Background: an optimization exercise with open tools, aiming at small area. Do not read the settings as production practice.
Where RTL was checked, it was by simulation tests only, not by an equivalence proof against the original.

==> yarrow: inputs <==
==> flow/design.v <==
module reg_file_sb_wrow #(
  parameter int W = 32
) (
  input  logic         s1,
  input  logic         s0,
  input  logic         h,
  input  logic [W-1:0] a1,
  input  logic [W-1:0] a0,
  input  logic [W-1:0] q,
  output logic [W-1:0] d
);
  assign d = ~(({W{s1}} & a1) | ({W{s0}} & a0) | ({W{h}} & q));
endmodule
module reg_file_sb_aoi3 (
  input  logic [2:0] sel,
  input  logic [2:0] din,
  output logic       y_n
);
  assign y_n = ~|(sel & din);
endmodule
module reg_file_sb_rbit #(
  parameter int N = 31
) (
  input  logic [N-1:0] sel,
  input  logic [N-1:0] din,
  input  logic         hit_n,
  input  logic         s1,
  input  logic         a1,
  input  logic         s0,
  input  logic         a0,
  input  logic         ph,
  output logic         dout
);
  localparam int NG = N / 3;
  logic [NG:0] w_grp_n;
  for (genvar g = 0; g < NG; g++) begin : g_grp
    reg_file_sb_aoi3 u_aoi (.sel(sel[3*g+:3]), .din(din[3*g+:3]), .y_n(w_grp_n[g]));
  end
  assign w_grp_n[NG] = ~|(sel[N-1:3*NG] & din[N-1:3*NG]);
  assign dout = ((hit_n & ~&w_grp_n) | (s1 & a1) | (s0 & a0)) ^ ph;
endmodule
module reg_file_sb #(
  parameter int DATA_W = 32,
  parameter int ADDR_W = 5,
  parameter bit BYPASS = 1'b1
) (
  input  logic              clock,
  input  logic              reset,
  input  logic [ADDR_W-1:0] ra_a,
  input  logic [ADDR_W-1:0] ra_b,
  output logic [DATA_W-1:0] rd_a,
  output logic [DATA_W-1:0] rd_b,
  output logic              busy_a,
  output logic              busy_b,
  input  logic              we0,
  input  logic [ADDR_W-1:0] wa0,
  input  logic [DATA_W-1:0] wd0,
  input  logic              we1,
  input  logic [ADDR_W-1:0] wa1,
  input  logic [DATA_W-1:0] wd1,
  input  logic              iss_en,
  input  logic [ADDR_W-1:0] iss_rd,
  output logic              ready
);
  localparam int DEPTH = 1 << ADDR_W;
  logic [ADDR_W-1:0] r_cnt;
  logic              r_ready;
  logic              r_ph;
  logic [DEPTH-1:1]  r_pending;
  logic [DATA_W-1:0] r_mem [DEPTH-1:1];   
  always_ff @(posedge clock or negedge reset) begin
    if (!reset) begin
      r_cnt   <= '0;
      r_ready <= 1'b0;
    end else begin
      r_cnt   <= r_cnt + ADDR_W'(1);
      r_ready <= r_ready | (&r_cnt);
    end
  end
  assign ready = r_ready;
  always_ff @(posedge clock) begin
    r_ph <= !(r_ready && r_ph);
  end
  logic [DATA_W-1:0] w_a1, w_a0;
  assign w_a1 = wd1 ^ {DATA_W{r_ph}};
  assign w_a0 = wd0 ^ {DATA_W{r_ph}};
  logic [DEPTH-1:1] w_hit0, w_hit1, w_s1, w_s0, w_h;
  always_comb begin
    for (int i = 1; i < DEPTH; i++) begin
      w_hit0[i] = we0 && (wa0 == ADDR_W'(i));
      w_hit1[i] = we1 && (wa1 == ADDR_W'(i));
      w_s1[i]   = r_ready && w_hit1[i];
      w_s0[i]   = r_ready && w_hit0[i] && !w_hit1[i];
      w_h[i]    = r_ready && !w_hit0[i] && !w_hit1[i];
    end
  end
  logic [DATA_W-1:0] w_d [DEPTH-1:1];
  for (genvar i = 1; i < DEPTH; i++) begin : g_row
    reg_file_sb_wrow #(.W(DATA_W)) u_wrow (
      .s1(w_s1[i]), .s0(w_s0[i]), .h(w_h[i]),
      .a1(w_a1), .a0(w_a0), .q(r_mem[i]), .d(w_d[i])
    );
  end
  always_ff @(posedge clock) begin
    for (int i = 1; i < DEPTH; i++) r_mem[i] <= w_d[i];
  end
  always_ff @(posedge clock) begin
    for (int i = 1; i < DEPTH; i++) begin
      r_pending[i] <= r_ready && ((iss_en && (iss_rd == ADDR_W'(i))) ||
                      (r_pending[i] && !w_hit0[i] && !w_hit1[i]));
    end
  end
  function automatic logic [DEPTH-1:1] read_sel(input logic [ADDR_W-1:0] ra);
    for (int i = 1; i < DEPTH; i++) read_sel[i] = r_ready && (ra == ADDR_W'(i));
  endfunction
  logic [DEPTH-1:1] w_sel_a, w_sel_b;
  logic             w_h1_a, w_h0_a, w_h1_b, w_h0_b;
  logic             w_hitn_a, w_hitn_b, w_s1_a, w_s0_a, w_s1_b, w_s0_b;
  logic             w_ph_a, w_ph_b;
  assign w_sel_a  = read_sel(ra_a);
  assign w_sel_b  = read_sel(ra_b);
  assign w_h1_a   = we1 && (wa1 == ra_a);
  assign w_h0_a   = we0 && (wa0 == ra_a);
  assign w_h1_b   = we1 && (wa1 == ra_b);
  assign w_h0_b   = we0 && (wa0 == ra_b);
  assign w_hitn_a = !w_h1_a && !w_h0_a;
  assign w_hitn_b = !w_h1_b && !w_h0_b;
  assign w_s1_a   = r_ready && (ra_a != '0) && w_h1_a;
  assign w_s0_a   = r_ready && (ra_a != '0) && w_h0_a && !w_h1_a;
  assign w_s1_b   = r_ready && (ra_b != '0) && w_h1_b;
  assign w_s0_b   = r_ready && (ra_b != '0) && w_h0_b && !w_h1_b;
  assign w_ph_a   = r_ph && r_ready && (ra_a != '0);
  assign w_ph_b   = r_ph && r_ready && (ra_b != '0);
  for (genvar b = 0; b < DATA_W; b++) begin : g_rbit
    logic [DEPTH-2:0] w_col;
    for (genvar i = 1; i < DEPTH; i++) begin : g_col
      assign w_col[i-1] = r_mem[i][b];
    end
    reg_file_sb_rbit #(.N(DEPTH-1)) u_ra (
      .sel(w_sel_a), .din(w_col), .hit_n(w_hitn_a),
      .s1(w_s1_a), .a1(w_a1[b]), .s0(w_s0_a), .a0(w_a0[b]),
      .ph(w_ph_a), .dout(rd_a[b])
    );
    reg_file_sb_rbit #(.N(DEPTH-1)) u_rb (
      .sel(w_sel_b), .din(w_col), .hit_n(w_hitn_b),
      .s1(w_s1_b), .a1(w_a1[b]), .s0(w_s0_b), .a0(w_a0[b]),
      .ph(w_ph_b), .dout(rd_b[b])
    );
  end
  assign busy_a = w_hitn_a && |(w_sel_a & r_pending);
  assign busy_b = w_hitn_b && |(w_sel_b & r_pending);
endmodule
==> flow/flow/run.sh <==
#!/bin/bash
# Standard ORFS layout (the standard.sh, unchanged synthesis), with:
#  - port buffers made from a plain buffer cell instead of the slow delay
#    cell buffer_ports picks by default;
#  - synthesis buffers removed before placement (as timing-driven placement
#    would), so that repair_design buffers the placed design.
set -euo pipefail
export BUFFER_PORTS_ARGS="-buffer_cell sky130_fd_sc_hd__buf_2"
export REMOVE_ABC_BUFFERS=1
bash standard.sh synth > synth.log 2>&1
bash standard.sh > layout.log 2>&1
==> flow/standard.sh <==
#!/bin/bash
# synth_recipe.tcl (not shown) runs the flow's synth.tcl, then flattens the netlist and writes it again
# the make line also repeats each setting of config.mk as NAME=value (left out here)
make -C /OpenROAD-flow-scripts/flow DESIGN_CONFIG=/design/flow/config.mk WORK_HOME=/design/flow/orfs CLKGATE_MAP_FILE= SYNTH_SCRIPT=/design/flow/synth_recipe.tcl "${@:-finish}"
==> flow/config.mk <==
export PLATFORM = sky130hd
export DESIGN_NAME = reg_file_sb
export DESIGN_NICKNAME = reg_file_sb
export VERILOG_FILES = /design/flow/design.v
export SDC_FILE = /design/flow/constraint.sdc
export NUM_CORES = 4
export LEC_CHECK = 0
export CAP_MARGIN = 20
export CELL_PAD_IN_SITES_DETAIL_PLACEMENT = 1
export CORE_MARGIN = 2
export CORE_UTILIZATION = 40
export CTS_CLUSTER_DIAMETER = 80
export CTS_CLUSTER_SIZE = 24
export GPL_TIMING_DRIVEN = 1
export PLACE_DENSITY = 0.5
export SLEW_MARGIN = 20
export SYNTH_HIERARCHICAL = 1
==> flow/constraint.sdc <==
create_clock -name core_clock -period 6.0 [get_ports {clock}]
set_input_delay 1.2000 -clock core_clock [delete_from_list [all_inputs] [get_ports {clock}]]
set_output_delay 1.2000 -clock core_clock [all_outputs]
set_load 0.01 [all_outputs]
==> garnet: changes against yarrow <==
==> flow/design.v, changed modules only <==
module reg_file_sb_rtail (
  input  logic [2:0] part,
  input  logic       hit_n,
  input  logic       s1,
  input  logic       a1,
  input  logic       s0,
  input  logic       a0,
  output logic       y_n
);
  logic w_m_n, w_b_n;
  assign w_m_n = ~(|part & hit_n);
  assign w_b_n = ~((s1 & a1) | (s0 & a0));
  assign y_n   = w_m_n & w_b_n;
endmodule
module reg_file_sb_rdec (
  input  logic y_n,
  input  logic ph,
  output logic dout
);
  assign dout = ~(y_n ^ ph);
endmodule
module reg_file_sb_nand #(
  parameter int N = 4
) (
  input  logic [N-1:0] a_n,
  output logic         y
);
  assign y = ~&a_n;
endmodule
module reg_file_sb_adec (
  input  logic [4:0]  ra,
  output logic [31:1] sel
);
  always_comb begin
    for (int i = 1; i < 32; i++) sel[i] = (ra == 5'(i));
  end
endmodule
module reg_file_sb_rbit (
  input  logic [30:0] sel,
  input  logic [30:0] din,
  input  logic        hit_n,
  input  logic        s1,
  input  logic        a1,
  input  logic        s0,
  input  logic        a0,
  input  logic        ph,
  output logic        dout
);
  logic [10:0] w_grp_n;
  logic [2:0]  w_part;
  logic        w_y_n;
  for (genvar g = 0; g < 10; g++) begin : g_grp
    reg_file_sb_aoi3 u_aoi (.sel(sel[3*g+:3]), .din(din[3*g+:3]), .y_n(w_grp_n[g]));
  end
  assign w_grp_n[10] = ~(sel[30] & din[30]);
  reg_file_sb_nand #(.N(4)) u_nand0 (.a_n(w_grp_n[3:0]), .y(w_part[0]));
  reg_file_sb_nand #(.N(4)) u_nand1 (.a_n(w_grp_n[7:4]), .y(w_part[1]));
  reg_file_sb_nand #(.N(3)) u_nand2 (.a_n(w_grp_n[10:8]), .y(w_part[2]));
  reg_file_sb_rtail u_tail (
    .part(w_part), .hit_n(hit_n), .s1(s1), .a1(a1), .s0(s0), .a0(a0), .y_n(w_y_n)
  );
  reg_file_sb_rdec u_dec (.y_n(w_y_n), .ph(ph), .dout(dout));
endmodule
module reg_file_sb #(
  parameter int DATA_W = 32,
  parameter int ADDR_W = 5,
  parameter bit BYPASS = 1'b1
) (
  input  logic              clock,
  input  logic              reset,
  input  logic [ADDR_W-1:0] ra_a,
  input  logic [ADDR_W-1:0] ra_b,
  output logic [DATA_W-1:0] rd_a,
  output logic [DATA_W-1:0] rd_b,
  output logic              busy_a,
  output logic              busy_b,
  input  logic              we0,
  input  logic [ADDR_W-1:0] wa0,
  input  logic [DATA_W-1:0] wd0,
  input  logic              we1,
  input  logic [ADDR_W-1:0] wa1,
  input  logic [DATA_W-1:0] wd1,
  input  logic              iss_en,
  input  logic [ADDR_W-1:0] iss_rd,
  output logic              ready
);
  localparam int DEPTH = 1 << ADDR_W;
  logic [ADDR_W-1:0] r_cnt;
  logic              r_ready;
  logic              r_ph;
  logic [DEPTH-1:1]  r_pending;
  logic [DATA_W-1:0] r_mem [DEPTH-1:1];   
  always_ff @(posedge clock or negedge reset) begin
    if (!reset) begin
      r_cnt   <= '0;
      r_ready <= 1'b0;
    end else begin
      r_cnt   <= r_cnt + ADDR_W'(1);
      r_ready <= r_ready | (&r_cnt);
    end
  end
  assign ready = r_ready;
  always_ff @(posedge clock) begin
    r_ph <= !(r_ready && r_ph);
  end
  logic [DATA_W-1:0] w_a1, w_a0;
  assign w_a1 = wd1 ^ {DATA_W{r_ph}};
  assign w_a0 = wd0 ^ {DATA_W{r_ph}};
  logic [DEPTH-1:1] w_hit0, w_hit1, w_s1, w_s0, w_h;
  always_comb begin
    for (int i = 1; i < DEPTH; i++) begin
      w_hit0[i] = we0 && (wa0 == ADDR_W'(i));
      w_hit1[i] = we1 && (wa1 == ADDR_W'(i));
      w_s1[i]   = r_ready && w_hit1[i];
      w_s0[i]   = r_ready && w_hit0[i] && !w_hit1[i];
      w_h[i]    = r_ready && !w_hit0[i] && !w_hit1[i];
    end
  end
  logic [DATA_W-1:0] w_d [DEPTH-1:1];
  for (genvar i = 1; i < DEPTH; i++) begin : g_row
    reg_file_sb_wrow #(.W(DATA_W)) u_wrow (
      .s1(w_s1[i]), .s0(w_s0[i]), .h(w_h[i]),
      .a1(w_a1), .a0(w_a0), .q(r_mem[i]), .d(w_d[i])
    );
  end
  always_ff @(posedge clock) begin
    for (int i = 1; i < DEPTH; i++) r_mem[i] <= w_d[i];
  end
  always_ff @(posedge clock) begin
    for (int i = 1; i < DEPTH; i++) begin
      r_pending[i] <= r_ready && ((iss_en && (iss_rd == ADDR_W'(i))) ||
                      (r_pending[i] && !w_hit0[i] && !w_hit1[i]));
    end
  end
  logic [DEPTH-1:1] w_sel_a [2];
  logic [DEPTH-1:1] w_sel_b [2];
  for (genvar k = 0; k < 2; k++) begin : g_adec
    reg_file_sb_adec u_adec_a (.ra(ra_a), .sel(w_sel_a[k]));
    reg_file_sb_adec u_adec_b (.ra(ra_b), .sel(w_sel_b[k]));
  end
  logic w_h1_a, w_h0_a, w_h1_b, w_h0_b;
  logic w_hitn_a, w_hitn_b, w_s1_a, w_s0_a, w_s1_b, w_s0_b;
  logic w_ph_a, w_ph_b;
  assign w_h1_a   = we1 && (wa1 == ra_a);
  assign w_h0_a   = we0 && (wa0 == ra_a);
  assign w_h1_b   = we1 && (wa1 == ra_b);
  assign w_h0_b   = we0 && (wa0 == ra_b);
  assign w_hitn_a = r_ready && !w_h1_a && !w_h0_a;
  assign w_hitn_b = r_ready && !w_h1_b && !w_h0_b;
  assign w_s1_a   = r_ready && (ra_a != '0) && w_h1_a;
  assign w_s0_a   = r_ready && (ra_a != '0) && w_h0_a && !w_h1_a;
  assign w_s1_b   = r_ready && (ra_b != '0) && w_h1_b;
  assign w_s0_b   = r_ready && (ra_b != '0) && w_h0_b && !w_h1_b;
  assign w_ph_a   = r_ph && r_ready && (ra_a != '0);
  assign w_ph_b   = r_ph && r_ready && (ra_b != '0);
  for (genvar b = 0; b < DATA_W; b++) begin : g_rbit
    logic [DEPTH-2:0] w_col;
    for (genvar i = 1; i < DEPTH; i++) begin : g_col
      assign w_col[i-1] = r_mem[i][b];
    end
    reg_file_sb_rbit u_ra (
      .sel(w_sel_a[b / 16]), .din(w_col), .hit_n(w_hitn_a),
      .s1(w_s1_a), .a1(w_a1[b]), .s0(w_s0_a), .a0(w_a0[b]),
      .ph(w_ph_a), .dout(rd_a[b])
    );
    reg_file_sb_rbit u_rb (
      .sel(w_sel_b[b / 16]), .din(w_col), .hit_n(w_hitn_b),
      .s1(w_s1_b), .a1(w_a1[b]), .s0(w_s0_b), .a0(w_a0[b]),
      .ph(w_ph_b), .dout(rd_b[b])
    );
  end
  assign busy_a = w_hitn_a && |(w_sel_a[0] & r_pending);
  assign busy_b = w_hitn_b && |(w_sel_b[0] & r_pending);
endmodule
- CAP_MARGIN: 20 -> 10
- CORE_UTILIZATION: 40 -> 45
- CTS_CLUSTER_DIAMETER: 80 -> 100
- CTS_CLUSTER_SIZE: 24 -> 30
- PLACE_DENSITY: 0.5 -> 0.55
- SETUP_SLACK_MARGIN: default -> 0.5
- SLEW_MARGIN: 20 -> 10
==> results.sh <==
export IMPL_synth_compound_area_frac=0.386
export IMPL_status="timing/DRC/antenna clean"
export IMPL_fmax_mhz=177
export IMPL_dpl_hpwl_um=161000
export IMPL_fillCellCount=10800
export IMPL_yosys_area_share_simple=0.0806
export IMPL_p_per_area_nw_per_um2=310
export IMPL_via_per_inst=9.40
export IMPL_post_place_cells=5514
export IMPL_final_clk_cell_share=0.0247
The numbers above come from garnet.

==> results.sh <==
export IMPL_setup_viol=4
export IMPL_finalWorstSetupSlack_ns=-0.117
export IMPL_final_clk_cell_share=0.0355
export IMPL_violations="setup timing"
export IMPL_status="failed layout checks"
export IMPL_via_per_inst=9.02
The numbers above come from yarrow.

The RTL of yarrow was laid out without a check of its function.

-- static timing again, ports no longer ideal --
No port has a modelled driver above. Below, the same layouts with a new extraction and two added sets of constraints.
Step 1: set_driving_cell puts a clkbuf_16 on clock and a buf_2 on each other input, an assumption about the parent block.
Step 2 moves the port delays by t, midway between the first and last clock arrival at a register: inputs arrive t later, outputs are due t later. That takes back most of the time a late clock gives input paths.
Three values: ideal, step 1, step 2; two values: the first two.
run	t, ns	setup WS [ns]	worst data-port slew with drivers (ns)
yarrow	0.807	-0.117 / -0.193 / -0.024	0.04
garnet	0.759	0.353 / 0.242 / 0.242	0.16
The setup slack of garnet, which loses most, moves by -0.111 ns with the drivers and by -0.111 ns with both steps.
